From an optimization exercise on the open Yosys and OpenROAD flow, aimed at small area, a short achievable clock period and few clock cycles per item; shortcuts taken in it are not production practice.
Only simulation tests tie the RTL to the original design; equivalence was not proved.

==> flow/design.v, too long to show whole: its modules and the start of the top module <==
// module pid_filtered_derivative_deadband_top: 4876 lines
// module pfdd_fa: 11 lines
// module pfdd_ha: 10 lines
// module pfdd_hai: 10 lines
module pid_filtered_derivative_deadband_top
(
    input  logic                     i_clk,
    input  logic                     i_rst_n,
    input  logic                     i_cfg_we,
    input  logic [CFG_ADDR_W-1:0]    i_cfg_addr,
    input  logic [CFG_DATA_W-1:0]    i_cfg_wdata,
    input  logic                     s_axis_tvalid,
    output logic                     s_axis_tready,
    input  logic [2*DATA_WIDTH-1:0]  s_axis_tdata,    
    input  logic                     s_axis_tuser,    
    output logic                     m_axis_tvalid,
    input  logic                     m_axis_tready,
    output logic [DATA_WIDTH-1:0]    m_axis_tdata,    
    output logic                     m_axis_tuser     
);
  // ...
==> flow/run.sh <==
#!/bin/bash
# synth_recipe.tcl (not shown) runs the flow's synth.tcl, then flattens the netlist and writes it again
# the make line also repeats each setting of config.mk as NAME=value (left out here)
make -C /OpenROAD-flow-scripts/flow DESIGN_CONFIG=/design/flow/config.mk WORK_HOME=/design/flow/orfs CLKGATE_MAP_FILE= SYNTH_SCRIPT=/design/flow/synth_recipe.tcl finish
==> flow/config.mk <==
export PLATFORM = sky130hd
export DESIGN_NAME = pid_filtered_derivative_deadband_top
export DESIGN_NICKNAME = pid_filtered_derivative_deadband_top
export VERILOG_FILES = /design/flow/design.v
export SDC_FILE = /design/flow/constraint.sdc
export NUM_CORES = 4
export LEC_CHECK = 0
export CAP_MARGIN = 20
export CORE_MARGIN = 2
export CORE_UTILIZATION = 55
export PLACE_DENSITY = 0.68
export SETUP_SLACK_MARGIN = 4.1
export SLEW_MARGIN = 20
export SYNTH_HIERARCHICAL = 1
==> flow/constraint.sdc <==
create_clock -name core_clock -period 10.0 [get_ports {i_clk}]
set_input_delay 2.0000 -clock core_clock [delete_from_list [all_inputs] [get_ports {i_clk}]]
set_output_delay 2.0000 -clock core_clock [all_outputs]
set_load 0.01 [all_outputs]
==> run_results.csv, run 1 <==
group,metric,value,unit
routing,met2WireLength,97.9,mm
floorplanning,core,122000,um^2
routing,drt-vias-per-instance,6.33,
placed_design,dp_slack,2.80,ns
logic_synthesis,yosysWarnings,13,
setup_path,crit_family,"simple AND/OR/NAND/NOR gates",
timing,period_needed,6.45,ns
placed_design,place_inst,8730,
run_status,status,"timing/DRC/antenna clean",
setup_path,crit_path_top_delay_cell,"or3_4",
finish,final_cells,9107,
placed_design,dpl_cell_area,69800,um^2
timing,finalClockSkew,0.0694,ns
setup_path,cp-end-kind,"output pin",
finish,post-route-util,0.631,
floorplanning,start_util,0.555,
global_routing,grt_use_total,0.341,
global_routing,grt_use_met2,0.533,
finish,layout.non_clock_buffers,484,
clock_tree,tritoncts,"done",
setup_path,arrival,4.45,ns
finish,drive_gt1_frac,0.129,
global_routing,grtUsageMet3,0.0739,
setup_path,r2r-end,"r_dl[28]",
finish,sh_seq_area,0.151,
finish,multi_input_area_share,0.694,
floorplanning,tapCellCount,1625,
logic_synthesis,syn-cell-area,67500,um^2
clock_tree,cts_buffer_depth,3,
finish,multi_input_comb_cells,5632,
finish,nets,8818,
finish,mostFrequentLayoutCell,"xnor2_1",
finish,clkbuf_count,68,
hold_path,min-delay-start,"r_db_l",
finish,inv_count,823,
setup_path,critical_path_buf_inv_count,4,
setup_path,startpoint_type,"flop",
logic_synthesis,syn_inst,7327,
clock_tree,clkTransAtPathRegs,0.06,ns
Testbench counts, summed over its fixed seeds: cycles 1,640, items 1,600.
==> run 2: changes to the inputs <==
--- a/flow/design.v
+++ b/flow/design.v
@@ -44,16 +44,17 @@
     logic [GAIN_W/2:0]          cfg_one, cfg_two, cfg_neg;
     logic [GAIN_W/2:0]          r_bc_one, r_bc_two, r_bc_neg;
     logic                       r_coef0;
+    logic [1:0]                 r_kd_hi;             
     logic [GAIN_W:0]            coefc_w;
     logic [GAIN_W+1:0]          coefc_x;
     logic [LIM_W-1:0]           r_out_lim, r_int_lim, r_deadband;
-    logic                       adv, adv_in, hold;
+    logic                       adv, adv_in, hold, stall_c;
     logic                       r_va, r_vb, r_vl, r_vc, r_vo;
     logic                       r_clr_a, r_clr_b, r_clr_l, r_clr_c;
-    logic                       r_db_l, r_db_c, r_big_b, r_fz;
+    logic                       r_db_l, r_db_c, r_big_b, r_big_l, r_big_c, r_fz;
     logic signed [ERR_W-1:0]    err_in, r_err, r_err_b, r_err_l;
     logic signed [DIFF_W-1:0]   r_diff;
-    logic signed [RAW_W-1:0]    r_raw_b, r_rl, raw_a;
+    logic signed [RAW_W-1:0]    r_raw_b, r_rl, raw_a, raw_eff;
     logic signed [IE_W-1:0]     r_ie_b;
     logic signed [INTEG_W-1:0]  r_integ;
     logic signed [DLT_W-1:0]    r_dl, dl_next, dl_slow;
@@ -2789,20 +2790,20 @@
     assign tr_pp8_17 = (~(r_bd_one[8] & r_diff[17]));
     pfdd_hai u_tr_s0 (.a(1'b0), .b((~r_bd_neg[7])), .s(tr_s0), .co(tr_c0));
     pfdd_hai u_tr_s1 (.a(1'b0), .b(tr_pp0_15), .s(tr_s1), .co(tr_c1));
-    pfdd_fa u_tr_s2 (.a(1'b0), .b(tr_pp0_16), .c(tr_pp1_14), .s(tr_s2), .co(tr_c2));
-    pfdd_fa u_tr_s3 (.a(1'b0), .b(tr_pp0_17), .c(tr_pp1_15), .s(tr_s3), .co(tr_c3));
+    pfdd_ha u_tr_s2 (.a(tr_pp0_16), .b(tr_pp1_14), .s(tr_s2), .co(tr_c2));
+    pfdd_ha u_tr_s3 (.a(tr_pp0_17), .b(tr_pp1_15), .s(tr_s3), .co(tr_c3));
     pfdd_hai u_tr_s4 (.a(tr_pp0_18), .b(tr_pp1_16), .s(tr_s4), .co(tr_c4));
     pfdd_hai u_tr_s5 (.a(1'b0), .b(tr_pp1_17), .s(tr_s5), .co(tr_c5));
     pfdd_hai u_tr_s6 (.a(1'b0), .b((~r_bd_neg[4])), .s(tr_s6), .co(tr_c6));
     pfdd_hai u_tr_s7 (.a(1'b0), .b(tr_pp0_9), .s(tr_s7), .co(tr_c7));
-    pfdd_fa u_tr_s8 (.a(1'b0), .b((~r_bd_neg[5])), .c(tr_pp0_10), .s(tr_s8), .co(tr_c8));
+    pfdd_ha u_tr_s8 (.a((~r_bd_neg[5])), .b(tr_pp0_10), .s(tr_s8), .co(tr_c8));
     pfdd_hai u_tr_s9 (.a(tr_pp1_8), .b(tr_pp2_6), .s(tr_s9), .co(tr_c9));
-    pfdd_fa u_tr_s10 (.a(1'b0), .b(tr_pp0_11), .c(tr_pp1_9), .s(tr_s10), .co(tr_c10));
+    pfdd_ha u_tr_s10 (.a(tr_pp0_11), .b(tr_pp1_9), .s(tr_s10), .co(tr_c10));
     pfdd_hai u_tr_s11 (.a(tr_pp2_7), .b(tr_pp3_5), .s(tr_s11), .co(tr_c11));
-    pfdd_fa u_tr_s12 (.a(1'b0), .b((~r_bd_neg[6])), .c(tr_pp0_12), .s(tr_s12), .co(tr_c12));
+    pfdd_ha u_tr_s12 (.a((~r_bd_neg[6])), .b(tr_pp0_12), .s(tr_s12), .co(tr_c12));
     pfdd_fa u_tr_s13 (.a(tr_pp1_10), .b(tr_pp2_8), .c(tr_pp3_6), .s(tr_s13), .co(tr_c13));
     pfdd_hai u_tr_s14 (.a(tr_pp4_4), .b(tr_pp5_2), .s(tr_s14), .co(tr_c14));
-    pfdd_fa u_tr_s15 (.a(1'b0), .b(tr_pp0_13), .c(tr_pp1_11), .s(tr_s15), .co(tr_c15));
+    pfdd_ha u_tr_s15 (.a(tr_pp0_13), .b(tr_pp1_11), .s(tr_s15), .co(tr_c15));
     pfdd_fa u_tr_s16 (.a(tr_pp2_9), .b(tr_pp3_7), .c(tr_pp4_5), .s(tr_s16), .co(tr_c16));
     pfdd_hai u_tr_s17 (.a(tr_pp5_3), .b(tr_pp6_1), .s(tr_s17), .co(tr_c17));
     pfdd_fa u_tr_s18 (.a(tr_pp0_14), .b(tr_pp1_12), .c(tr_pp2_10), .s(tr_s18), .co(tr_c18));
@@ -2826,20 +2827,20 @@
     pfdd_fa u_tr_s36 (.a(tr_pp1_18), .b(tr_pp2_16), .c(tr_pp3_14), .s(tr_s36), .co(tr_c36));
     pfdd_fa u_tr_s37 (.a(tr_pp4_12), .b(tr_pp5_10), .c(tr_pp6_8), .s(tr_s37), .co(tr_c37));
     pfdd_fa u_tr_s38 (.a(tr_pp7_6), .b(tr_pp8_4), .c(tr_c5), .s(tr_s38), .co(tr_c38));
-    pfdd_fa u_tr_s39 (.a(1'b0), .b(tr_pp2_17), .c(tr_pp3_15), .s(tr_s39), .co(tr_c39));
+    pfdd_ha u_tr_s39 (.a(tr_pp2_17), .b(tr_pp3_15), .s(tr_s39), .co(tr_c39));
     pfdd_fa u_tr_s40 (.a(tr_pp4_13), .b(tr_pp5_11), .c(tr_pp6_9), .s(tr_s40), .co(tr_c40));
     pfdd_hai u_tr_s41 (.a(tr_pp7_7), .b(tr_pp8_5), .s(tr_s41), .co(tr_c41));
     pfdd_fa u_tr_s42 (.a(tr_pp2_18), .b(tr_pp3_16), .c(tr_pp4_14), .s(tr_s42), .co(tr_c42));
     pfdd_fa u_tr_s43 (.a(tr_pp5_12), .b(tr_pp6_10), .c(tr_pp7_8), .s(tr_s43), .co(tr_c43));
-    pfdd_fa u_tr_s44 (.a(1'b0), .b(tr_pp3_17), .c(tr_pp4_15), .s(tr_s44), .co(tr_c44));
+    pfdd_ha u_tr_s44 (.a(tr_pp3_17), .b(tr_pp4_15), .s(tr_s44), .co(tr_c44));
     pfdd_hai u_tr_s45 (.a(tr_pp5_13), .b(tr_pp6_11), .s(tr_s45), .co(tr_c45));
     pfdd_fa u_tr_s46 (.a(tr_pp3_18), .b(tr_pp4_16), .c(tr_pp5_14), .s(tr_s46), .co(tr_c46));
     pfdd_hai u_tr_s47 (.a(1'b0), .b(tr_pp4_17), .s(tr_s47), .co(tr_c47));
     pfdd_hai u_tr_s48 (.a(1'b0), .b((~r_bd_neg[2])), .s(tr_s48), .co(tr_c48));
     pfdd_hai u_tr_s49 (.a(1'b0), .b(tr_pp0_5), .s(tr_s49), .co(tr_c49));
-    pfdd_fa u_tr_s50 (.a(1'b0), .b((~r_bd_neg[3])), .c(tr_pp0_6), .s(tr_s50), .co(tr_c50));
+    pfdd_ha u_tr_s50 (.a((~r_bd_neg[3])), .b(tr_pp0_6), .s(tr_s50), .co(tr_c50));
     pfdd_hai u_tr_s51 (.a(tr_pp1_4), .b(tr_pp2_2), .s(tr_s51), .co(tr_c51));
-    pfdd_fa u_tr_s52 (.a(1'b0), .b(tr_pp0_7), .c(tr_pp1_5), .s(tr_s52), .co(tr_c52));
+    pfdd_ha u_tr_s52 (.a(tr_pp0_7), .b(tr_pp1_5), .s(tr_s52), .co(tr_c52));
     pfdd_hai u_tr_s53 (.a(tr_pp2_3), .b(tr_pp3_1), .s(tr_s53), .co(tr_c53));
     pfdd_fa u_tr_s54 (.a(tr_pp0_8), .b(tr_pp1_6), .c(tr_pp2_4), .s(tr_s54), .co(tr_c54));
     pfdd_fa u_tr_s55 (.a(tr_pp3_2), .b(tr_pp4_0), .c(tr_s6), .s(tr_s55), .co(tr_c55));
@@ -2879,7 +2880,7 @@
     pfdd_fa u_tr_s89 (.a(tr_pp8_9), .b(tr_s47), .c(tr_c46), .s(tr_s89), .co(tr_c89));
     pfdd_fa u_tr_s90 (.a(tr_pp4_18), .b(tr_pp5_16), .c(tr_pp6_14), .s(tr_s90), .co(tr_c90));
     pfdd_fa u_tr_s91 (.a(tr_pp7_12), .b(tr_pp8_10), .c(tr_c47), .s(tr_s91), .co(tr_c91));
-    pfdd_fa u_tr_s92 (.a(1'b0), .b(tr_pp5_17), .c(tr_pp6_15), .s(tr_s92), .co(tr_c92));
+    pfdd_ha u_tr_s92 (.a(tr_pp5_17), .b(tr_pp6_15), .s(tr_s92), .co(tr_c92));
     pfdd_hai u_tr_s93 (.a(tr_pp7_13), .b(tr_pp8_11), .s(tr_s93), .co(tr_c93));
     pfdd_fa u_tr_s94 (.a(tr_pp5_18), .b(tr_pp6_16), .c(tr_pp7_14), .s(tr_s94), .co(tr_c94));
     pfdd_hai u_tr_s95 (.a(1'b0), .b(tr_pp6_17), .s(tr_s95), .co(tr_c95));
@@ -3178,19 +3179,19 @@
     assign ti_pp8_16 = (~(r_bi_one[8] & r_err[16]));
     pfdd_hai u_ti_s160 (.a(1'b0), .b((~r_bi_neg[7])), .s(ti_s160), .co(ti_c160));
     pfdd_hai u_ti_s161 (.a(1'b0), .b(ti_pp0_15), .s(ti_s161), .co(ti_c161));
-    pfdd_fa u_ti_s162 (.a(1'b0), .b(ti_pp0_16), .c(ti_pp1_14), .s(ti_s162), .co(ti_c162));
+    pfdd_ha u_ti_s162 (.a(ti_pp0_16), .b(ti_pp1_14), .s(ti_s162), .co(ti_c162));
     pfdd_hai u_ti_s163 (.a(ti_pp0_17), .b(ti_pp1_15), .s(ti_s163), .co(ti_c163));
     pfdd_hai u_ti_s164 (.a(1'b0), .b(ti_pp1_16), .s(ti_s164), .co(ti_c164));
     pfdd_hai u_ti_s165 (.a(1'b0), .b((~r_bi_neg[4])), .s(ti_s165), .co(ti_c165));
     pfdd_hai u_ti_s166 (.a(1'b0), .b(ti_pp0_9), .s(ti_s166), .co(ti_c166));
-    pfdd_fa u_ti_s167 (.a(1'b0), .b((~r_bi_neg[5])), .c(ti_pp0_10), .s(ti_s167), .co(ti_c167));
+    pfdd_ha u_ti_s167 (.a((~r_bi_neg[5])), .b(ti_pp0_10), .s(ti_s167), .co(ti_c167));
     pfdd_hai u_ti_s168 (.a(ti_pp1_8), .b(ti_pp2_6), .s(ti_s168), .co(ti_c168));
-    pfdd_fa u_ti_s169 (.a(1'b0), .b(ti_pp0_11), .c(ti_pp1_9), .s(ti_s169), .co(ti_c169));
+    pfdd_ha u_ti_s169 (.a(ti_pp0_11), .b(ti_pp1_9), .s(ti_s169), .co(ti_c169));
     pfdd_hai u_ti_s170 (.a(ti_pp2_7), .b(ti_pp3_5), .s(ti_s170), .co(ti_c170));
-    pfdd_fa u_ti_s171 (.a(1'b0), .b((~r_bi_neg[6])), .c(ti_pp0_12), .s(ti_s171), .co(ti_c171));
+    pfdd_ha u_ti_s171 (.a((~r_bi_neg[6])), .b(ti_pp0_12), .s(ti_s171), .co(ti_c171));
     pfdd_fa u_ti_s172 (.a(ti_pp1_10), .b(ti_pp2_8), .c(ti_pp3_6), .s(ti_s172), .co(ti_c172));
     pfdd_hai u_ti_s173 (.a(ti_pp4_4), .b(ti_pp5_2), .s(ti_s173), .co(ti_c173));
-    pfdd_fa u_ti_s174 (.a(1'b0), .b(ti_pp0_13), .c(ti_pp1_11), .s(ti_s174), .co(ti_c174));
+    pfdd_ha u_ti_s174 (.a(ti_pp0_13), .b(ti_pp1_11), .s(ti_s174), .co(ti_c174));
     pfdd_fa u_ti_s175 (.a(ti_pp2_9), .b(ti_pp3_7), .c(ti_pp4_5), .s(ti_s175), .co(ti_c175));
     pfdd_hai u_ti_s176 (.a(ti_pp5_3), .b(ti_pp6_1), .s(ti_s176), .co(ti_c176));
     pfdd_fa u_ti_s177 (.a(ti_pp0_14), .b(ti_pp1_12), .c(ti_pp2_10), .s(ti_s177), .co(ti_c177));
@@ -3211,20 +3212,20 @@
     pfdd_fa u_ti_s192 (.a(ti_pp1_17), .b(ti_pp2_15), .c(ti_pp3_13), .s(ti_s192), .co(ti_c192));
     pfdd_fa u_ti_s193 (.a(ti_pp4_11), .b(ti_pp5_9), .c(ti_pp6_7), .s(ti_s193), .co(ti_c193));
     pfdd_fa u_ti_s194 (.a(ti_pp7_5), .b(ti_pp8_3), .c(ti_c164), .s(ti_s194), .co(ti_c194));
-    pfdd_fa u_ti_s195 (.a(1'b0), .b(ti_pp2_16), .c(ti_pp3_14), .s(ti_s195), .co(ti_c195));
+    pfdd_ha u_ti_s195 (.a(ti_pp2_16), .b(ti_pp3_14), .s(ti_s195), .co(ti_c195));
     pfdd_fa u_ti_s196 (.a(ti_pp4_12), .b(ti_pp5_10), .c(ti_pp6_8), .s(ti_s196), .co(ti_c196));
     pfdd_hai u_ti_s197 (.a(ti_pp7_6), .b(ti_pp8_4), .s(ti_s197), .co(ti_c197));
     pfdd_fa u_ti_s198 (.a(ti_pp2_17), .b(ti_pp3_15), .c(ti_pp4_13), .s(ti_s198), .co(ti_c198));
     pfdd_fa u_ti_s199 (.a(ti_pp5_11), .b(ti_pp6_9), .c(ti_pp7_7), .s(ti_s199), .co(ti_c199));
-    pfdd_fa u_ti_s200 (.a(1'b0), .b(ti_pp3_16), .c(ti_pp4_14), .s(ti_s200), .co(ti_c200));
+    pfdd_ha u_ti_s200 (.a(ti_pp3_16), .b(ti_pp4_14), .s(ti_s200), .co(ti_c200));
     pfdd_hai u_ti_s201 (.a(ti_pp5_12), .b(ti_pp6_10), .s(ti_s201), .co(ti_c201));
     pfdd_fa u_ti_s202 (.a(ti_pp3_17), .b(ti_pp4_15), .c(ti_pp5_13), .s(ti_s202), .co(ti_c202));
     pfdd_hai u_ti_s203 (.a(1'b0), .b(ti_pp4_16), .s(ti_s203), .co(ti_c203));
     pfdd_hai u_ti_s204 (.a(1'b0), .b((~r_bi_neg[2])), .s(ti_s204), .co(ti_c204));
     pfdd_hai u_ti_s205 (.a(1'b0), .b(ti_pp0_5), .s(ti_s205), .co(ti_c205));
-    pfdd_fa u_ti_s206 (.a(1'b0), .b((~r_bi_neg[3])), .c(ti_pp0_6), .s(ti_s206), .co(ti_c206));
+    pfdd_ha u_ti_s206 (.a((~r_bi_neg[3])), .b(ti_pp0_6), .s(ti_s206), .co(ti_c206));
     pfdd_hai u_ti_s207 (.a(ti_pp1_4), .b(ti_pp2_2), .s(ti_s207), .co(ti_c207));
-    pfdd_fa u_ti_s208 (.a(1'b0), .b(ti_pp0_7), .c(ti_pp1_5), .s(ti_s208), .co(ti_c208));
+    pfdd_ha u_ti_s208 (.a(ti_pp0_7), .b(ti_pp1_5), .s(ti_s208), .co(ti_c208));
     pfdd_hai u_ti_s209 (.a(ti_pp2_3), .b(ti_pp3_1), .s(ti_s209), .co(ti_c209));
     pfdd_fa u_ti_s210 (.a(ti_pp0_8), .b(ti_pp1_6), .c(ti_pp2_4), .s(ti_s210), .co(ti_c210));
     pfdd_fa u_ti_s211 (.a(ti_pp3_2), .b(ti_pp4_0), .c(ti_s165), .s(ti_s211), .co(ti_c211));
@@ -3262,7 +3263,7 @@
     pfdd_fa u_ti_s243 (.a(ti_pp8_8), .b(ti_s203), .c(ti_c202), .s(ti_s243), .co(ti_c243));
     pfdd_fa u_ti_s244 (.a(ti_pp4_17), .b(ti_pp5_15), .c(ti_pp6_13), .s(ti_s244), .co(ti_c244));
     pfdd_fa u_ti_s245 (.a(ti_pp7_11), .b(ti_pp8_9), .c(ti_c203), .s(ti_s245), .co(ti_c245));
-    pfdd_fa u_ti_s246 (.a(1'b0), .b(ti_pp5_16), .c(ti_pp6_14), .s(ti_s246), .co(ti_c246));
+    pfdd_ha u_ti_s246 (.a(ti_pp5_16), .b(ti_pp6_14), .s(ti_s246), .co(ti_c246));
     pfdd_hai u_ti_s247 (.a(ti_pp7_12), .b(ti_pp8_10), .s(ti_s247), .co(ti_c247));
     pfdd_fa u_ti_s248 (.a(ti_pp5_17), .b(ti_pp6_15), .c(ti_pp7_13), .s(ti_s248), .co(ti_c248));
     pfdd_hai u_ti_s249 (.a(1'b0), .b(ti_pp6_16), .s(ti_s249), .co(ti_c249));
@@ -3558,28 +3559,28 @@
     assign tp_pp8_17 = (r_bp_one[8] & r_err_l[16]);
     pfdd_hai u_tp_s312 (.a(1'b0), .b((~r_bp_neg[6])), .s(tp_s312), .co(tp_c312));
     pfdd_hai u_tp_s313 (.a(1'b0), .b((~r_integ[13])), .s(tp_s313), .co(tp_c313));
-    pfdd_fa u_tp_s314 (.a(1'b0), .b((~r_bp_neg[7])), .c((~r_integ[14])), .s(tp_s314), .co(tp_c314));
+    pfdd_ha u_tp_s314 (.a((~r_bp_neg[7])), .b((~r_integ[14])), .s(tp_s314), .co(tp_c314));
     pfdd_hai u_tp_s315 (.a(tp_pp0_14), .b(tp_pp1_12), .s(tp_s315), .co(tp_c315));
-    pfdd_fa u_tp_s316 (.a(1'b0), .b((~r_integ[15])), .c(tp_pp0_15), .s(tp_s316), .co(tp_c316));
+    pfdd_ha u_tp_s316 (.a((~r_integ[15])), .b(tp_pp0_15), .s(tp_s316), .co(tp_c316));
     pfdd_hai u_tp_s317 (.a(tp_pp1_13), .b(tp_pp2_11), .s(tp_s317), .co(tp_c317));
-    pfdd_fa u_tp_s318 (.a(1'b0), .b((~r_integ[16])), .c(tp_pp0_16), .s(tp_s318), .co(tp_c318));
+    pfdd_ha u_tp_s318 (.a((~r_integ[16])), .b(tp_pp0_16), .s(tp_s318), .co(tp_c318));
     pfdd_fa u_tp_s319 (.a(tp_pp1_14), .b(tp_pp2_12), .c(tp_pp3_10), .s(tp_s319), .co(tp_c319));
     pfdd_fa u_tp_s320 (.a((~r_integ[17])), .b(tp_pp0_17), .c(tp_pp1_15), .s(tp_s320), .co(tp_c320));
     pfdd_hai u_tp_s321 (.a(tp_pp2_13), .b(tp_pp3_11), .s(tp_s321), .co(tp_c321));
-    pfdd_fa u_tp_s322 (.a(1'b0), .b((~r_integ[18])), .c(tp_pp1_16), .s(tp_s322), .co(tp_c322));
+    pfdd_ha u_tp_s322 (.a((~r_integ[18])), .b(tp_pp1_16), .s(tp_s322), .co(tp_c322));
     pfdd_hai u_tp_s323 (.a(tp_pp2_14), .b(tp_pp3_12), .s(tp_s323), .co(tp_c323));
     pfdd_fa u_tp_s324 (.a((~r_integ[19])), .b(tp_pp1_17), .c(tp_pp2_15), .s(tp_s324), .co(tp_c324));
     pfdd_hai u_tp_s325 (.a(1'b0), .b((~r_integ[20])), .s(tp_s325), .co(tp_c325));
     pfdd_hai u_tp_s326 (.a(1'b0), .b((~r_bp_neg[3])), .s(tp_s326), .co(tp_c326));
     pfdd_hai u_tp_s327 (.a(1'b0), .b((~r_integ[7])), .s(tp_s327), .co(tp_c327));
-    pfdd_fa u_tp_s328 (.a(1'b0), .b((~r_bp_neg[4])), .c((~r_integ[8])), .s(tp_s328), .co(tp_c328));
+    pfdd_ha u_tp_s328 (.a((~r_bp_neg[4])), .b((~r_integ[8])), .s(tp_s328), .co(tp_c328));
     pfdd_hai u_tp_s329 (.a(tp_pp0_8), .b(tp_pp1_6), .s(tp_s329), .co(tp_c329));
-    pfdd_fa u_tp_s330 (.a(1'b0), .b((~r_integ[9])), .c(tp_pp0_9), .s(tp_s330), .co(tp_c330));
+    pfdd_ha u_tp_s330 (.a((~r_integ[9])), .b(tp_pp0_9), .s(tp_s330), .co(tp_c330));
     pfdd_hai u_tp_s331 (.a(tp_pp1_7), .b(tp_pp2_5), .s(tp_s331), .co(tp_c331));
-    pfdd_fa u_tp_s332 (.a(1'b0), .b((~r_bp_neg[5])), .c((~r_integ[10])), .s(tp_s332), .co(tp_c332));
+    pfdd_ha u_tp_s332 (.a((~r_bp_neg[5])), .b((~r_integ[10])), .s(tp_s332), .co(tp_c332));
     pfdd_fa u_tp_s333 (.a(tp_pp0_10), .b(tp_pp1_8), .c(tp_pp2_6), .s(tp_s333), .co(tp_c333));
     pfdd_hai u_tp_s334 (.a(tp_pp3_4), .b(tp_pp4_2), .s(tp_s334), .co(tp_c334));
-    pfdd_fa u_tp_s335 (.a(1'b0), .b((~r_integ[11])), .c(tp_pp0_11), .s(tp_s335), .co(tp_c335));
+    pfdd_ha u_tp_s335 (.a((~r_integ[11])), .b(tp_pp0_11), .s(tp_s335), .co(tp_c335));
     pfdd_fa u_tp_s336 (.a(tp_pp1_9), .b(tp_pp2_7), .c(tp_pp3_5), .s(tp_s336), .co(tp_c336));
     pfdd_hai u_tp_s337 (.a(tp_pp4_3), .b(tp_pp5_1), .s(tp_s337), .co(tp_c337));
     pfdd_fa u_tp_s338 (.a((~r_integ[12])), .b(tp_pp0_12), .c(tp_pp1_10), .s(tp_s338), .co(tp_c338));
@@ -3612,18 +3613,18 @@
     pfdd_fa u_tp_s365 (.a((~r_integ[21])), .b(tp_pp2_17), .c(tp_pp3_15), .s(tp_s365), .co(tp_c365));
     pfdd_fa u_tp_s366 (.a(tp_pp4_13), .b(tp_pp5_11), .c(tp_pp6_9), .s(tp_s366), .co(tp_c366));
     pfdd_fa u_tp_s367 (.a(tp_pp7_7), .b(tp_pp8_5), .c(tp_c325), .s(tp_s367), .co(tp_c367));
-    pfdd_fa u_tp_s368 (.a(1'b0), .b((~r_integ[22])), .c(tp_pp3_16), .s(tp_s368), .co(tp_c368));
+    pfdd_ha u_tp_s368 (.a((~r_integ[22])), .b(tp_pp3_16), .s(tp_s368), .co(tp_c368));
     pfdd_fa u_tp_s369 (.a(tp_pp4_14), .b(tp_pp5_12), .c(tp_pp6_10), .s(tp_s369), .co(tp_c369));
     pfdd_hai u_tp_s370 (.a(tp_pp7_8), .b(tp_pp8_6), .s(tp_s370), .co(tp_c370));
-    pfdd_fa u_tp_s371 (.a(1'b0), .b(r_integ[23]), .c(tp_pp3_17), .s(tp_s371), .co(tp_c371));
+    pfdd_ha u_tp_s371 (.a(r_integ[23]), .b(tp_pp3_17), .s(tp_s371), .co(tp_c371));
     pfdd_fa u_tp_s372 (.a(tp_pp4_15), .b(tp_pp5_13), .c(tp_pp6_11), .s(tp_s372), .co(tp_c372));
     pfdd_hai u_tp_s373 (.a(tp_pp7_9), .b(tp_pp8_7), .s(tp_s373), .co(tp_c373));
     pfdd_fa u_tp_s374 (.a(tp_pp4_16), .b(tp_pp5_14), .c(tp_pp6_12), .s(tp_s374), .co(tp_c374));
     pfdd_hai u_tp_s375 (.a(1'b0), .b((~r_bp_neg[1])), .s(tp_s375), .co(tp_c375));
     pfdd_hai u_tp_s376 (.a(1'b0), .b((~r_integ[3])), .s(tp_s376), .co(tp_c376));
-    pfdd_fa u_tp_s377 (.a(1'b0), .b((~r_bp_neg[2])), .c((~r_integ[4])), .s(tp_s377), .co(tp_c377));
+    pfdd_ha u_tp_s377 (.a((~r_bp_neg[2])), .b((~r_integ[4])), .s(tp_s377), .co(tp_c377));
     pfdd_hai u_tp_s378 (.a(tp_pp0_4), .b(tp_pp1_2), .s(tp_s378), .co(tp_c378));
-    pfdd_fa u_tp_s379 (.a(1'b0), .b((~r_integ[5])), .c(tp_pp0_5), .s(tp_s379), .co(tp_c379));
+    pfdd_ha u_tp_s379 (.a((~r_integ[5])), .b(tp_pp0_5), .s(tp_s379), .co(tp_c379));
     pfdd_hai u_tp_s380 (.a(tp_pp1_3), .b(tp_pp2_1), .s(tp_s380), .co(tp_c380));
     pfdd_fa u_tp_s381 (.a((~r_integ[6])), .b(tp_pp0_6), .c(tp_pp1_4), .s(tp_s381), .co(tp_c381));
     pfdd_fa u_tp_s382 (.a(tp_pp2_2), .b(tp_pp3_0), .c(tp_s326), .s(tp_s382), .co(tp_c382));
@@ -3665,7 +3666,7 @@
     pfdd_fa u_tp_s418 (.a(tp_c371), .b(tp_c372), .c(tp_c373), .s(tp_s418), .co(tp_c418));
     pfdd_fa u_tp_s419 (.a(tp_pp4_17), .b(tp_pp5_15), .c(tp_pp6_13), .s(tp_s419), .co(tp_c419));
     pfdd_fa u_tp_s420 (.a(tp_pp7_11), .b(tp_pp8_9), .c(tp_c374), .s(tp_s420), .co(tp_c420));
-    pfdd_fa u_tp_s421 (.a(1'b0), .b(tp_pp5_16), .c(tp_pp6_14), .s(tp_s421), .co(tp_c421));
+    pfdd_ha u_tp_s421 (.a(tp_pp5_16), .b(tp_pp6_14), .s(tp_s421), .co(tp_c421));
     pfdd_hai u_tp_s422 (.a(tp_pp7_12), .b(tp_pp8_10), .s(tp_s422), .co(tp_c422));
     pfdd_fa u_tp_s423 (.a(tp_pp5_17), .b(tp_pp6_15), .c(tp_pp7_13), .s(tp_s423), .co(tp_c423));
     pfdd_hai u_tp_s424 (.a(1'b0), .b(tp_pp6_16), .s(tp_s424), .co(tp_c424));
@@ -4126,66 +4127,66 @@
     assign tf_pp8_34 = (~(r_bc_one[8] & r_dl[34]));
     pfdd_hai u_tf_s489 (.a(1'b0), .b((~r_bc_neg[7])), .s(tf_s489), .co(tf_c489));
     pfdd_hai u_tf_s490 (.a(1'b0), .b(tf_pp0_15), .s(tf_s490), .co(tf_c490));
-    pfdd_fa u_tf_s491 (.a(1'b0), .b((~r_raw_b[0])), .c(r_rl[0]), .s(tf_s491), .co(tf_c491));
+    pfdd_ha u_tf_s491 (.a((~raw_eff[0])), .b(r_rl[0]), .s(tf_s491), .co(tf_c491));
     pfdd_fa u_tf_s492 (.a(tf_pp0_16), .b(tf_pp1_14), .c(tf_pp2_12), .s(tf_s492), .co(tf_c492));
-    pfdd_fa u_tf_s493 (.a((~r_raw_b[1])), .b(r_rl[1]), .c(tf_pp0_17), .s(tf_s493), .co(tf_c493));
+    pfdd_fa u_tf_s493 (.a((~raw_eff[1])), .b(r_rl[1]), .c(tf_pp0_17), .s(tf_s493), .co(tf_c493));
     pfdd_fa u_tf_s494 (.a(tf_pp1_15), .b(tf_pp2_13), .c(tf_pp3_11), .s(tf_s494), .co(tf_c494));
-    pfdd_fa u_tf_s495 (.a((~r_raw_b[2])), .b(r_rl[2]), .c(tf_pp0_18), .s(tf_s495), .co(tf_c495));
+    pfdd_fa u_tf_s495 (.a((~raw_eff[2])), .b(r_rl[2]), .c(tf_pp0_18), .s(tf_s495), .co(tf_c495));
     pfdd_fa u_tf_s496 (.a(tf_pp1_16), .b(tf_pp2_14), .c(tf_pp3_12), .s(tf_s496), .co(tf_c496));
-    pfdd_fa u_tf_s497 (.a((~r_raw_b[3])), .b(r_rl[3]), .c(tf_pp0_19), .s(tf_s497), .co(tf_c497));
+    pfdd_fa u_tf_s497 (.a((~raw_eff[3])), .b(r_rl[3]), .c(tf_pp0_19), .s(tf_s497), .co(tf_c497));
     pfdd_fa u_tf_s498 (.a(tf_pp1_17), .b(tf_pp2_15), .c(tf_pp3_13), .s(tf_s498), .co(tf_c498));
-    pfdd_fa u_tf_s499 (.a((~r_raw_b[4])), .b(r_rl[4]), .c(tf_pp0_20), .s(tf_s499), .co(tf_c499));
+    pfdd_fa u_tf_s499 (.a((~raw_eff[4])), .b(r_rl[4]), .c(tf_pp0_20), .s(tf_s499), .co(tf_c499));
     pfdd_fa u_tf_s500 (.a(tf_pp1_18), .b(tf_pp2_16), .c(tf_pp3_14), .s(tf_s500), .co(tf_c500));
-    pfdd_fa u_tf_s501 (.a((~r_raw_b[5])), .b(r_rl[5]), .c(tf_pp0_21), .s(tf_s501), .co(tf_c501));
+    pfdd_fa u_tf_s501 (.a((~raw_eff[5])), .b(r_rl[5]), .c(tf_pp0_21), .s(tf_s501), .co(tf_c501));
     pfdd_fa u_tf_s502 (.a(tf_pp1_19), .b(tf_pp2_17), .c(tf_pp3_15), .s(tf_s502), .co(tf_c502));
-    pfdd_fa u_tf_s503 (.a((~r_raw_b[6])), .b(r_rl[6]), .c(tf_pp0_22), .s(tf_s503), .co(tf_c503));
+    pfdd_fa u_tf_s503 (.a((~raw_eff[6])), .b(r_rl[6]), .c(tf_pp0_22), .s(tf_s503), .co(tf_c503));
     pfdd_fa u_tf_s504 (.a(tf_pp1_20), .b(tf_pp2_18), .c(tf_pp3_16), .s(tf_s504), .co(tf_c504));
-    pfdd_fa u_tf_s505 (.a((~r_raw_b[7])), .b(r_rl[7]), .c(tf_pp0_23), .s(tf_s505), .co(tf_c505));
+    pfdd_fa u_tf_s505 (.a((~raw_eff[7])), .b(r_rl[7]), .c(tf_pp0_23), .s(tf_s505), .co(tf_c505));
     pfdd_fa u_tf_s506 (.a(tf_pp1_21), .b(tf_pp2_19), .c(tf_pp3_17), .s(tf_s506), .co(tf_c506));
-    pfdd_fa u_tf_s507 (.a((~r_raw_b[8])), .b(r_rl[8]), .c(tf_pp0_24), .s(tf_s507), .co(tf_c507));
+    pfdd_fa u_tf_s507 (.a((~raw_eff[8])), .b(r_rl[8]), .c(tf_pp0_24), .s(tf_s507), .co(tf_c507));
     pfdd_fa u_tf_s508 (.a(tf_pp1_22), .b(tf_pp2_20), .c(tf_pp3_18), .s(tf_s508), .co(tf_c508));
-    pfdd_fa u_tf_s509 (.a((~r_raw_b[9])), .b(r_rl[9]), .c(tf_pp0_25), .s(tf_s509), .co(tf_c509));
+    pfdd_fa u_tf_s509 (.a((~raw_eff[9])), .b(r_rl[9]), .c(tf_pp0_25), .s(tf_s509), .co(tf_c509));
     pfdd_fa u_tf_s510 (.a(tf_pp1_23), .b(tf_pp2_21), .c(tf_pp3_19), .s(tf_s510), .co(tf_c510));
-    pfdd_fa u_tf_s511 (.a((~r_raw_b[10])), .b(r_rl[10]), .c(tf_pp0_26), .s(tf_s511), .co(tf_c511));
+    pfdd_fa u_tf_s511 (.a((~raw_eff[10])), .b(r_rl[10]), .c(tf_pp0_26), .s(tf_s511), .co(tf_c511));
     pfdd_fa u_tf_s512 (.a(tf_pp1_24), .b(tf_pp2_22), .c(tf_pp3_20), .s(tf_s512), .co(tf_c512));
-    pfdd_fa u_tf_s513 (.a((~r_raw_b[11])), .b(r_rl[11]), .c(tf_pp0_27), .s(tf_s513), .co(tf_c513));
+    pfdd_fa u_tf_s513 (.a((~raw_eff[11])), .b(r_rl[11]), .c(tf_pp0_27), .s(tf_s513), .co(tf_c513));
     pfdd_fa u_tf_s514 (.a(tf_pp1_25), .b(tf_pp2_23), .c(tf_pp3_21), .s(tf_s514), .co(tf_c514));
-    pfdd_fa u_tf_s515 (.a((~r_raw_b[12])), .b(r_rl[12]), .c(tf_pp0_28), .s(tf_s515), .co(tf_c515));
+    pfdd_fa u_tf_s515 (.a((~raw_eff[12])), .b(r_rl[12]), .c(tf_pp0_28), .s(tf_s515), .co(tf_c515));
     pfdd_fa u_tf_s516 (.a(tf_pp1_26), .b(tf_pp2_24), .c(tf_pp3_22), .s(tf_s516), .co(tf_c516));
-    pfdd_fa u_tf_s517 (.a((~r_raw_b[13])), .b(r_rl[13]), .c(tf_pp0_29), .s(tf_s517), .co(tf_c517));
+    pfdd_fa u_tf_s517 (.a((~raw_eff[13])), .b(r_rl[13]), .c(tf_pp0_29), .s(tf_s517), .co(tf_c517));
     pfdd_fa u_tf_s518 (.a(tf_pp1_27), .b(tf_pp2_25), .c(tf_pp3_23), .s(tf_s518), .co(tf_c518));
-    pfdd_fa u_tf_s519 (.a((~r_raw_b[14])), .b(r_rl[14]), .c(tf_pp0_30), .s(tf_s519), .co(tf_c519));
+    pfdd_fa u_tf_s519 (.a((~raw_eff[14])), .b(r_rl[14]), .c(tf_pp0_30), .s(tf_s519), .co(tf_c519));
     pfdd_fa u_tf_s520 (.a(tf_pp1_28), .b(tf_pp2_26), .c(tf_pp3_24), .s(tf_s520), .co(tf_c520));
-    pfdd_fa u_tf_s521 (.a((~r_raw_b[15])), .b(r_rl[15]), .c(tf_pp0_31), .s(tf_s521), .co(tf_c521));
+    pfdd_fa u_tf_s521 (.a((~raw_eff[15])), .b(r_rl[15]), .c(tf_pp0_31), .s(tf_s521), .co(tf_c521));
     pfdd_fa u_tf_s522 (.a(tf_pp1_29), .b(tf_pp2_27), .c(tf_pp3_25), .s(tf_s522), .co(tf_c522));
-    pfdd_fa u_tf_s523 (.a((~r_raw_b[16])), .b(r_rl[16]), .c(tf_pp0_32), .s(tf_s523), .co(tf_c523));
+    pfdd_fa u_tf_s523 (.a((~raw_eff[16])), .b(r_rl[16]), .c(tf_pp0_32), .s(tf_s523), .co(tf_c523));
     pfdd_fa u_tf_s524 (.a(tf_pp1_30), .b(tf_pp2_28), .c(tf_pp3_26), .s(tf_s524), .co(tf_c524));
-    pfdd_fa u_tf_s525 (.a((~r_raw_b[17])), .b(r_rl[17]), .c(tf_pp0_33), .s(tf_s525), .co(tf_c525));
+    pfdd_fa u_tf_s525 (.a((~raw_eff[17])), .b(r_rl[17]), .c(tf_pp0_33), .s(tf_s525), .co(tf_c525));
     pfdd_fa u_tf_s526 (.a(tf_pp1_31), .b(tf_pp2_29), .c(tf_pp3_27), .s(tf_s526), .co(tf_c526));
-    pfdd_fa u_tf_s527 (.a((~r_raw_b[18])), .b(r_rl[18]), .c(tf_pp0_34), .s(tf_s527), .co(tf_c527));
+    pfdd_fa u_tf_s527 (.a((~raw_eff[18])), .b(r_rl[18]), .c(tf_pp0_34), .s(tf_s527), .co(tf_c527));
     pfdd_fa u_tf_s528 (.a(tf_pp1_32), .b(tf_pp2_30), .c(tf_pp3_28), .s(tf_s528), .co(tf_c528));
-    pfdd_fa u_tf_s529 (.a(1'b0), .b((~r_raw_b[19])), .c(r_rl[19]), .s(tf_s529), .co(tf_c529));
+    pfdd_ha u_tf_s529 (.a((~raw_eff[19])), .b(r_rl[19]), .s(tf_s529), .co(tf_c529));
     pfdd_fa u_tf_s530 (.a(tf_pp0_35), .b(tf_pp1_33), .c(tf_pp2_31), .s(tf_s530), .co(tf_c530));
     pfdd_hai u_tf_s531 (.a(tf_pp3_29), .b(tf_pp4_27), .s(tf_s531), .co(tf_c531));
-    pfdd_fa u_tf_s532 (.a(1'b0), .b((~r_raw_b[20])), .c(r_rl[20]), .s(tf_s532), .co(tf_c532));
+    pfdd_ha u_tf_s532 (.a((~raw_eff[20])), .b(r_rl[20]), .s(tf_s532), .co(tf_c532));
     pfdd_fa u_tf_s533 (.a(tf_pp1_34), .b(tf_pp2_32), .c(tf_pp3_30), .s(tf_s533), .co(tf_c533));
     pfdd_hai u_tf_s534 (.a(tf_pp4_28), .b(tf_pp5_26), .s(tf_s534), .co(tf_c534));
-    pfdd_fa u_tf_s535 (.a((~r_raw_b[21])), .b(r_rl[21]), .c(tf_pp1_35), .s(tf_s535), .co(tf_c535));
+    pfdd_fa u_tf_s535 (.a((~raw_eff[21])), .b(r_rl[21]), .c(tf_pp1_35), .s(tf_s535), .co(tf_c535));
     pfdd_fa u_tf_s536 (.a(tf_pp2_33), .b(tf_pp3_31), .c(tf_pp4_29), .s(tf_s536), .co(tf_c536));
-    pfdd_fa u_tf_s537 (.a(1'b0), .b((~r_raw_b[22])), .c(r_rl[22]), .s(tf_s537), .co(tf_c537));
+    pfdd_ha u_tf_s537 (.a((~raw_eff[22])), .b(r_rl[22]), .s(tf_s537), .co(tf_c537));
     pfdd_hai u_tf_s538 (.a(tf_pp2_34), .b(tf_pp3_32), .s(tf_s538), .co(tf_c538));
-    pfdd_fa u_tf_s539 (.a((~r_raw_b[23])), .b(r_rl[23]), .c(tf_pp2_35), .s(tf_s539), .co(tf_c539));
-    pfdd_hai u_tf_s540 (.a(1'b0), .b((~r_raw_b[24])), .s(tf_s540), .co(tf_c540));
+    pfdd_fa u_tf_s539 (.a((~raw_eff[23])), .b(r_rl[23]), .c(tf_pp2_35), .s(tf_s539), .co(tf_c539));
+    pfdd_hai u_tf_s540 (.a(1'b0), .b((~raw_eff[24])), .s(tf_s540), .co(tf_c540));
     pfdd_hai u_tf_s541 (.a(1'b0), .b((~r_bc_neg[4])), .s(tf_s541), .co(tf_c541));
     pfdd_hai u_tf_s542 (.a(1'b0), .b(tf_pp0_9), .s(tf_s542), .co(tf_c542));
-    pfdd_fa u_tf_s543 (.a(1'b0), .b((~r_bc_neg[5])), .c(tf_pp0_10), .s(tf_s543), .co(tf_c543));
+    pfdd_ha u_tf_s543 (.a((~r_bc_neg[5])), .b(tf_pp0_10), .s(tf_s543), .co(tf_c543));
     pfdd_hai u_tf_s544 (.a(tf_pp1_8), .b(tf_pp2_6), .s(tf_s544), .co(tf_c544));
-    pfdd_fa u_tf_s545 (.a(1'b0), .b(tf_pp0_11), .c(tf_pp1_9), .s(tf_s545), .co(tf_c545));
+    pfdd_ha u_tf_s545 (.a(tf_pp0_11), .b(tf_pp1_9), .s(tf_s545), .co(tf_c545));
     pfdd_hai u_tf_s546 (.a(tf_pp2_7), .b(tf_pp3_5), .s(tf_s546), .co(tf_c546));
-    pfdd_fa u_tf_s547 (.a(1'b0), .b((~r_bc_neg[6])), .c(tf_pp0_12), .s(tf_s547), .co(tf_c547));
+    pfdd_ha u_tf_s547 (.a((~r_bc_neg[6])), .b(tf_pp0_12), .s(tf_s547), .co(tf_c547));
     pfdd_fa u_tf_s548 (.a(tf_pp1_10), .b(tf_pp2_8), .c(tf_pp3_6), .s(tf_s548), .co(tf_c548));
     pfdd_hai u_tf_s549 (.a(tf_pp4_4), .b(tf_pp5_2), .s(tf_s549), .co(tf_c549));
-    pfdd_fa u_tf_s550 (.a(1'b0), .b(tf_pp0_13), .c(tf_pp1_11), .s(tf_s550), .co(tf_c550));
+    pfdd_ha u_tf_s550 (.a(tf_pp0_13), .b(tf_pp1_11), .s(tf_s550), .co(tf_c550));
     pfdd_fa u_tf_s551 (.a(tf_pp2_9), .b(tf_pp3_7), .c(tf_pp4_5), .s(tf_s551), .co(tf_c551));
     pfdd_hai u_tf_s552 (.a(tf_pp5_3), .b(tf_pp6_1), .s(tf_s552), .co(tf_c552));
     pfdd_fa u_tf_s553 (.a(tf_pp0_14), .b(tf_pp1_12), .c(tf_pp2_10), .s(tf_s553), .co(tf_c553));
@@ -4269,23 +4270,23 @@
     pfdd_fa u_tf_s631 (.a(r_rl[24]), .b(tf_pp3_34), .c(tf_pp4_32), .s(tf_s631), .co(tf_c631));
     pfdd_fa u_tf_s632 (.a(tf_pp5_30), .b(tf_pp6_28), .c(tf_pp7_26), .s(tf_s632), .co(tf_c632));
     pfdd_fa u_tf_s633 (.a(tf_pp8_24), .b(tf_s540), .c(tf_c539), .s(tf_s633), .co(tf_c633));
-    pfdd_fa u_tf_s634 (.a((~r_raw_b[25])), .b(r_rl[25]), .c(tf_pp3_35), .s(tf_s634), .co(tf_c634));
+    pfdd_fa u_tf_s634 (.a((~raw_eff[25])), .b(r_rl[25]), .c(tf_pp3_35), .s(tf_s634), .co(tf_c634));
     pfdd_fa u_tf_s635 (.a(tf_pp4_33), .b(tf_pp5_31), .c(tf_pp6_29), .s(tf_s635), .co(tf_c635));
     pfdd_fa u_tf_s636 (.a(tf_pp7_27), .b(tf_pp8_25), .c(tf_c540), .s(tf_s636), .co(tf_c636));
-    pfdd_fa u_tf_s637 (.a(1'b0), .b((~r_raw_b[26])), .c(r_rl[26]), .s(tf_s637), .co(tf_c637));
+    pfdd_ha u_tf_s637 (.a((~raw_eff[26])), .b(r_rl[26]), .s(tf_s637), .co(tf_c637));
     pfdd_fa u_tf_s638 (.a(tf_pp4_34), .b(tf_pp5_32), .c(tf_pp6_30), .s(tf_s638), .co(tf_c638));
     pfdd_hai u_tf_s639 (.a(tf_pp7_28), .b(tf_pp8_26), .s(tf_s639), .co(tf_c639));
-    pfdd_fa u_tf_s640 (.a((~r_raw_b[27])), .b(r_rl[27]), .c(tf_pp4_35), .s(tf_s640), .co(tf_c640));
+    pfdd_fa u_tf_s640 (.a((~raw_eff[27])), .b(r_rl[27]), .c(tf_pp4_35), .s(tf_s640), .co(tf_c640));
     pfdd_fa u_tf_s641 (.a(tf_pp5_33), .b(tf_pp6_31), .c(tf_pp7_29), .s(tf_s641), .co(tf_c641));
-    pfdd_fa u_tf_s642 (.a(1'b0), .b((~r_raw_b[28])), .c(r_rl[28]), .s(tf_s642), .co(tf_c642));
+    pfdd_ha u_tf_s642 (.a((~raw_eff[28])), .b(r_rl[28]), .s(tf_s642), .co(tf_c642));
     pfdd_hai u_tf_s643 (.a(tf_pp5_34), .b(tf_pp6_32), .s(tf_s643), .co(tf_c643));
-    pfdd_fa u_tf_s644 (.a((~r_raw_b[29])), .b(r_rl[29]), .c(tf_pp5_35), .s(tf_s644), .co(tf_c644));
-    pfdd_hai u_tf_s645 (.a(1'b0), .b((~r_raw_b[30])), .s(tf_s645), .co(tf_c645));
+    pfdd_fa u_tf_s644 (.a((~raw_eff[29])), .b(r_rl[29]), .c(tf_pp5_35), .s(tf_s644), .co(tf_c644));
+    pfdd_hai u_tf_s645 (.a(1'b0), .b((~raw_eff[30])), .s(tf_s645), .co(tf_c645));
     pfdd_hai u_tf_s646 (.a(1'b0), .b((~r_bc_neg[2])), .s(tf_s646), .co(tf_c646));
     pfdd_hai u_tf_s647 (.a(1'b0), .b(tf_pp0_5), .s(tf_s647), .co(tf_c647));
-    pfdd_fa u_tf_s648 (.a(1'b0), .b((~r_bc_neg[3])), .c(tf_pp0_6), .s(tf_s648), .co(tf_c648));
+    pfdd_ha u_tf_s648 (.a((~r_bc_neg[3])), .b(tf_pp0_6), .s(tf_s648), .co(tf_c648));
     pfdd_hai u_tf_s649 (.a(tf_pp1_4), .b(tf_pp2_2), .s(tf_s649), .co(tf_c649));
-    pfdd_fa u_tf_s650 (.a(1'b0), .b(tf_pp0_7), .c(tf_pp1_5), .s(tf_s650), .co(tf_c650));
+    pfdd_ha u_tf_s650 (.a(tf_pp0_7), .b(tf_pp1_5), .s(tf_s650), .co(tf_c650));
     pfdd_hai u_tf_s651 (.a(tf_pp2_3), .b(tf_pp3_1), .s(tf_s651), .co(tf_c651));
     pfdd_fa u_tf_s652 (.a(tf_pp0_8), .b(tf_pp1_6), .c(tf_pp2_4), .s(tf_s652), .co(tf_c652));
     pfdd_fa u_tf_s653 (.a(tf_pp3_2), .b(tf_pp4_0), .c(tf_s541), .s(tf_s653), .co(tf_c653));
@@ -4365,11 +4366,11 @@
     pfdd_fa u_tf_s727 (.a(tf_c642), .b(tf_s644), .c(tf_c643), .s(tf_s727), .co(tf_c727));
     pfdd_fa u_tf_s728 (.a(r_rl[30]), .b(tf_pp6_34), .c(tf_pp7_32), .s(tf_s728), .co(tf_c728));
     pfdd_fa u_tf_s729 (.a(tf_pp8_30), .b(tf_s645), .c(tf_c644), .s(tf_s729), .co(tf_c729));
-    pfdd_fa u_tf_s730 (.a((~r_raw_b[31])), .b(r_rl[31]), .c(tf_pp6_35), .s(tf_s730), .co(tf_c730));
+    pfdd_fa u_tf_s730 (.a((~raw_eff[31])), .b(r_rl[31]), .c(tf_pp6_35), .s(tf_s730), .co(tf_c730));
     pfdd_fa u_tf_s731 (.a(tf_pp7_33), .b(tf_pp8_31), .c(tf_c645), .s(tf_s731), .co(tf_c731));
-    pfdd_fa u_tf_s732 (.a(1'b0), .b((~r_raw_b[32])), .c(r_rl[32]), .s(tf_s732), .co(tf_c732));
+    pfdd_ha u_tf_s732 (.a((~raw_eff[32])), .b(r_rl[32]), .s(tf_s732), .co(tf_c732));
     pfdd_hai u_tf_s733 (.a(tf_pp7_34), .b(tf_pp8_32), .s(tf_s733), .co(tf_c733));
-    pfdd_fa u_tf_s734 (.a(r_raw_b[33]), .b((~r_rl[33])), .c(tf_pp7_35), .s(tf_s734), .co(tf_c734));
+    pfdd_fa u_tf_s734 (.a(raw_eff[33]), .b((~r_rl[33])), .c(tf_pp7_35), .s(tf_s734), .co(tf_c734));
     pfdd_hai u_tf_s735 (.a(1'b0), .b((~r_bc_neg[1])), .s(tf_s735), .co(tf_c735));
     pfdd_hai u_tf_s736 (.a(1'b0), .b(tf_pp0_3), .s(tf_s736), .co(tf_c736));
     pfdd_fa u_tf_s737 (.a(tf_pp0_4), .b(tf_pp1_2), .c(tf_pp2_0), .s(tf_s737), .co(tf_c737));
@@ -4672,7 +4673,8 @@
     assign ts_vs[33] = ts_s865;
     assign ts_vc[33] = ts_c864;
     assign m_axis_tvalid = r_vo;
-    assign adv           = !r_vo || m_axis_tready;
+    assign stall_c       = r_vc && r_big_c;
+    assign adv           = (!r_vo || m_axis_tready) && !stall_c;
     assign hold          = r_vb && r_big_b;
     assign adv_in        = adv && !hold;
     assign s_axis_tready = adv_in;
@@ -4708,6 +4710,7 @@
             r_bc_two   <= '0;
             r_bc_neg   <= '0;
             r_coef0    <= 1'b0;
+            r_kd_hi    <= '0;
         end else if (i_cfg_we) begin
             case (i_cfg_addr)
                 CFG_GAIN_P: begin
@@ -4724,6 +4727,7 @@
                     r_bd_one <= cfg_one;
                     r_bd_two <= cfg_two;
                     r_bd_neg <= cfg_neg;
+                    r_kd_hi  <= i_cfg_wdata[GAIN_W-1:GAIN_W-2];
                 end
                 CFG_OUT_LIMIT: r_out_lim  <= i_cfg_wdata[LIM_W-1:0];
                 CFG_INT_LIMIT: r_int_lim  <= i_cfg_wdata[LIM_W-1:0];
@@ -4751,7 +4755,7 @@
     end
     always_ff @(posedge i_clk) begin
         if (adv_in) begin
-            r_diff  <= DIFF_W'(err_in) - DIFF_W'(r_err);
+            r_diff  <= s_axis_tuser ? '0 : DIFF_W'(err_in) - DIFF_W'(r_err);
             r_clr_a <= s_axis_tuser;
         end
     end
@@ -4762,14 +4766,16 @@
             r_vb <= r_va && !hold;
         end
     end
+    logic diff_ge15, diff_ge16;
     always_comb begin
-        raw_a = ~(tr_vs + tr_vc);
+        raw_a     = ~(tr_vs + tr_vc);
+        diff_ge15 = (r_diff[DIFF_W-1:15] != '0) && (r_diff[DIFF_W-1:15] != '1);
+        diff_ge16 = (r_diff[DIFF_W-1:16] != '0) && (r_diff[DIFF_W-1:16] != '1);
     end
     always_ff @(posedge i_clk) begin
         if (adv_in) begin
-            r_raw_b <= r_clr_a ? '0 : raw_a;
-            r_big_b <= !r_clr_a && (raw_a[RAW_W-1:FILT_W-1] != '0)
-                                && (raw_a[RAW_W-1:FILT_W-1] != '1);
+            r_raw_b <= raw_a;
+            r_big_b <= (r_kd_hi != '0) && diff_ge15 && (r_kd_hi[1] || diff_ge16);
             r_ie_b  <= ~(ti_vs + ti_vc);
             r_err_b <= r_err;
             r_clr_b <= r_clr_a;
@@ -4808,6 +4814,7 @@
         if (adv) begin
             r_err_l <= r_err_b;
             r_clr_l <= r_clr_b;
+            r_big_l <= r_vb && r_big_b;
             r_db_l  <= (aerr_b < {{(ERR_W-LIM_W){1'b0}}, r_deadband});
         end
     end
@@ -4820,14 +4827,15 @@
         f_ovf  = (fu[DLT_W-1:FILT_W-1] != '0) && (fu[DLT_W-1:FILT_W-1] != '1);
         fclip  = f_ovf ? {fu[DLT_W-1], {(FILT_W-1){!fu[DLT_W-1]}}} : fu[FILT_W-1:0];
         upd_l  = r_vl && !r_clr_l && !r_coef0;
+        raw_eff = r_vb ? r_raw_b : '0;
         if ((r_vl && r_clr_l) || r_fz) begin
-            dl_slow = DLT_W'(r_raw_b);
+            dl_slow = DLT_W'(raw_eff);
         end else if (f_ovf && fu[DLT_W-1]) begin
-            dl_slow = DLT_W'(r_raw_b) + DLT_W'(35'sh080000000);
+            dl_slow = DLT_W'(raw_eff) + DLT_W'(35'sh080000000);
         end else if (f_ovf) begin
-            dl_slow = DLT_W'(r_raw_b) - DLT_W'(35'sh07FFFFFFF);
+            dl_slow = DLT_W'(raw_eff) - DLT_W'(35'sh07FFFFFFF);
         end else begin
-            dl_slow = DLT_W'(r_raw_b) - DLT_W'(r_rl) + r_dl;
+            dl_slow = DLT_W'(raw_eff) - DLT_W'(r_rl) + r_dl;
         end
         tf_sum  = ~(tf_vs + tf_vc);
         dl_next = tf_sum[DLT_W+15:16];
@@ -4840,8 +4848,8 @@
         end
     end
     always_ff @(posedge i_clk) begin
-        if (adv) begin
-            r_rl <= r_raw_b;
+        if (adv || stall_c) begin
+            r_rl <= raw_eff;
             r_dl <= upd_l ? dl_next : dl_slow;
         end
     end
@@ -4859,15 +4867,16 @@
             r_clr_c  <= r_clr_l;
         end
     end
+    always_ff @(posedge i_clk) begin
+        if (adv) begin
+            r_big_c <= r_big_l;
+        end else if (stall_c) begin
+            r_big_c <= 1'b0;
+        end
+    end
     logic signed [SUM_W-1:0]           sum;
     always_comb begin
-        if (!f_ovf) begin
-            sum = ~(ts_vs + ts_vc);
-        end else if (fu[DLT_W-1]) begin
-            sum = r_psum_c - SUM_W'(35'sh080000000);
-        end else begin
-            sum = r_psum_c + SUM_W'(35'sh07FFFFFFF);
-        end
+        sum = ~(ts_vs + ts_vc);
     end
     always_ff @(posedge i_clk) begin
         if (!i_rst_n) begin
--- a/flow/config.mk
+++ b/flow/config.mk
@@ -9,6 +9,6 @@
 export CORE_MARGIN = 2
 export CORE_UTILIZATION = 55
 export PLACE_DENSITY = 0.68
-export SETUP_SLACK_MARGIN = 4.1
+export SETUP_SLACK_MARGIN = 3.5
 export SLEW_MARGIN = 20
 export SYNTH_HIERARCHICAL = 1
==> run 2 against run 1 <==
  * Critical path type unchanged
  * Critical endpoint is now m_axis_tdata[15]
  * Non-clock buffer count shrank 79
  * Via count shrank 3.9%
  * Clock skew shrank 0.027 ns
  * Area after synthesis shrank 1.3%
  * Count of clock-buffer cells in the layout shrank 3
  * Fmax shrank 8.6%
  * Final area shrank 4.6%
  * Sequential share of layout area grew 0.80 points
==> run_results.csv, run 2 <==
group,metric,value,unit
setup_path,path_class,"flop to output pin",
logic_synthesis,syn_inst,7186,
setup_path,crit_path_start,"r_out_lim[2]",
run_status,status,"timing/DRC/antenna clean",
floorplanning,die_area,124000,um^2
timing,post-route-period-util,0.706,
timing,whs,0.421,ns
finish,area_growth,9.92,%
placed_design,place_inst,8514,
finish,multi_input_area,50900,um^2
finish,drive_gt1_frac,0.0936,
setup_path,critPathMaxFanout,7,
timing,fmax,0.142,GHz
finish,nets,8569,
finish,largest_register_ffs,35,
timing,hold_viol,0,
timing,worstMarginPinSlew,1.17,ns
setup_path,critical_path_required,8.00,ns
placed_design,port_buffers,75,
clock_tree,cts_max_level,2,
global_routing,grt_use_total,0.328,
floorplanning,core,120000,um^2
timing,slew_violations,0,
clock_tree,clkLatencyLatePin,0.68,ns
routing,drt_wl_total,208,mm
clock_tree,cts_hold_buf,0,
timing,setup_tns,0,ns
global_routing,antenna_found_initial,12,
finish,mostFrequentLayoutCell,"xnor2_1",
floorplanning,rows,127,
routing,drc,0,
placed_design,gp_congestion,0.980,
floorplanning,die_h,352,um
clock_tree,clkSinkCount,448,
clock_tree,cts_inserted_buffers,53,
hold_path,hp-class,"flop to flop",
floorplanning,start_util,0.555,
finish,seq_area,11600,um^2
setup_path,startpoint_type,"flop",
logic_synthesis,syn-cell-area,66600,um^2
placed_design,dp_hpwl,153,mm
clock_tree,cts_buffer_depth,3,
timing,finalClockSkew,0.0427,ns
routing,drt-vias-per-instance,6.26,
timing,finalSetupViolCount,0,
floorplanning,io_pins,76,
finish,final_cells,8851,
logic_synthesis,yosysWarnings,13,
routing,post_drt_wl_per_cell,23.5,um
routing,drtIter0Drc,6331,
global_routing,grt_max_degree,80,
global_routing,grt_pass1_wl,320,mm
hold_path,min-delay-start,"r_clr_a",
clock_tree,tritoncts,"done",
setup_path,r2r-start,"r_dl[16]",
finish,n_fill_cell,10099,
clock_tree,root_buffer,"clkbuf_16",
finish,layout_common_cells,"xnor2_1 (866), inv_1 (795), fa_1 (750), a22oi_1 (662), ha_1 (551)",
routing,dr.pass1.iters,7,
clock_tree,clkTransAtPathRegs,0.06,ns
global_routing,grt_pass1_vias,54790,
timing,rsz0062_at_grt,"true",
finish,largest-register,"r_dl",
setup_path,cp-end-kind,"output pin",
timing,period_needed,7.06,ns
routing,vias,55388,
global_routing,grt_overflow,0,
logic_synthesis,syn_area_per_cell,9.27,um^2
routing,ant_nets,0,
setup_path,arrival,5.06,ns
run,maxCapViolCount,0,
finish,post-route-util,0.610,
timing,slew_headroom,0.219,
floorplanning,die_w,352,um
run 2: routing by layer:
layer / share of wire / vias up / routed length [um] / global-route usage
met1: 0.40 / 27287 / 83900 / 0.441
met5: 0.00019 / - / 40 / 0
li1: - / 24570 / - / -
met3: 0.10 / 543 / 21300 / 0.0660
met4: 0.047 / 6 / 9740 / 0.137
met2: 0.45 / 2982 / 93200 / 0.515
run 2: final cells by class:
type                            count  share of cell area
Antenna cell                        6            0.000205
Clock buffer                       65              0.0202
Clock inverter                     33             0.00439
Inverter                          831              0.0432
Multi-Input combinational cell   5451               0.695
Sequential cell                   448               0.159
Tap cell                         1612              0.0276
Timing Repair Buffer              405              0.0506
run 2: repair_timing:
action                                  4_1_cts  5_1_grt
buffers inserted                            132       99
gates cloned                                  2        0
gates resized for setup                     152      171
endpoints found under the setup margin       52       56
pin swaps                                    18       74
run 2: per-stage QoR:
stage,cell area [um^2],setup slack [ns]
final,73200,2.94
after global routing,73200,2.70
after CTS,71600,2.70
after detailed placement,68400,2.28
after global placement,68400,2.42
after floorplan,66800,3.50
run 2: final timing paths:
check             cells past startpoint               end  slack, ns
setup / recovery                     22  m_axis_tdata[15]       2.94
hold / removal                        0           r_clr_b       0.42
setup reg to reg                     23          r_dl[27]       3.61
hold reg to reg                       0           r_clr_b       0.42
run 2: critical path: stages, from the launching register on:
cell and delay (ns):
dfxtp_4 0.35, inv_4 0.06, nand3_4 0.08, or3_4 0.34, or3_4 0.34, nand2b_4 0.16
or4_4 0.47, xnor2_2 0.16, ha_1 0.30, a21o_1 0.20, a21oi_2 0.11, nor2b_1 0.05
o21ai_1 0.12, nand2b_1 0.08, a31oi_1 0.14, a211oi_1 0.06, o31ai_1 0.29, a41oi_2 0.18
buf_4 0.19, clkbuf_16 0.16, or2_2 0.28, a21oi_2 0.13, buf_2 0.13
Testbench counts of run 2, summed over its fixed seeds: cycles 1,640, items 1,600.

-- re-timing with driven ports --
The results above use ideal ports. As a check the final layouts listed here were re-extracted and re-timed, cells and wires unchanged. Step 1 assumes that a clkbuf_16 drives the clock port and a buf_2 every other input. Step 2 moves the port delays by t, midway between the first and last clock arrival at a register: inputs arrive t later, outputs are due t later. That takes back most of the time a late clock gives input paths. Slacks: ideal / step 1 / step 2; pairs: ideal / step 1.
run	shift t [ns]	setup WS [ns]	worst hold slack (ns)	worst setup path after step 2	worst data-port slew with drivers (ns)
run 1	0.724	3.552 / 3.482 / 3.705	0.436 / 0.436 / 0.436	input to register	0.15
run 2	0.728	2.944 / 2.877 / 3.344	0.421 / 0.421 / 0.421	input to register	0.16
After both steps every run listed still meets setup and hold.
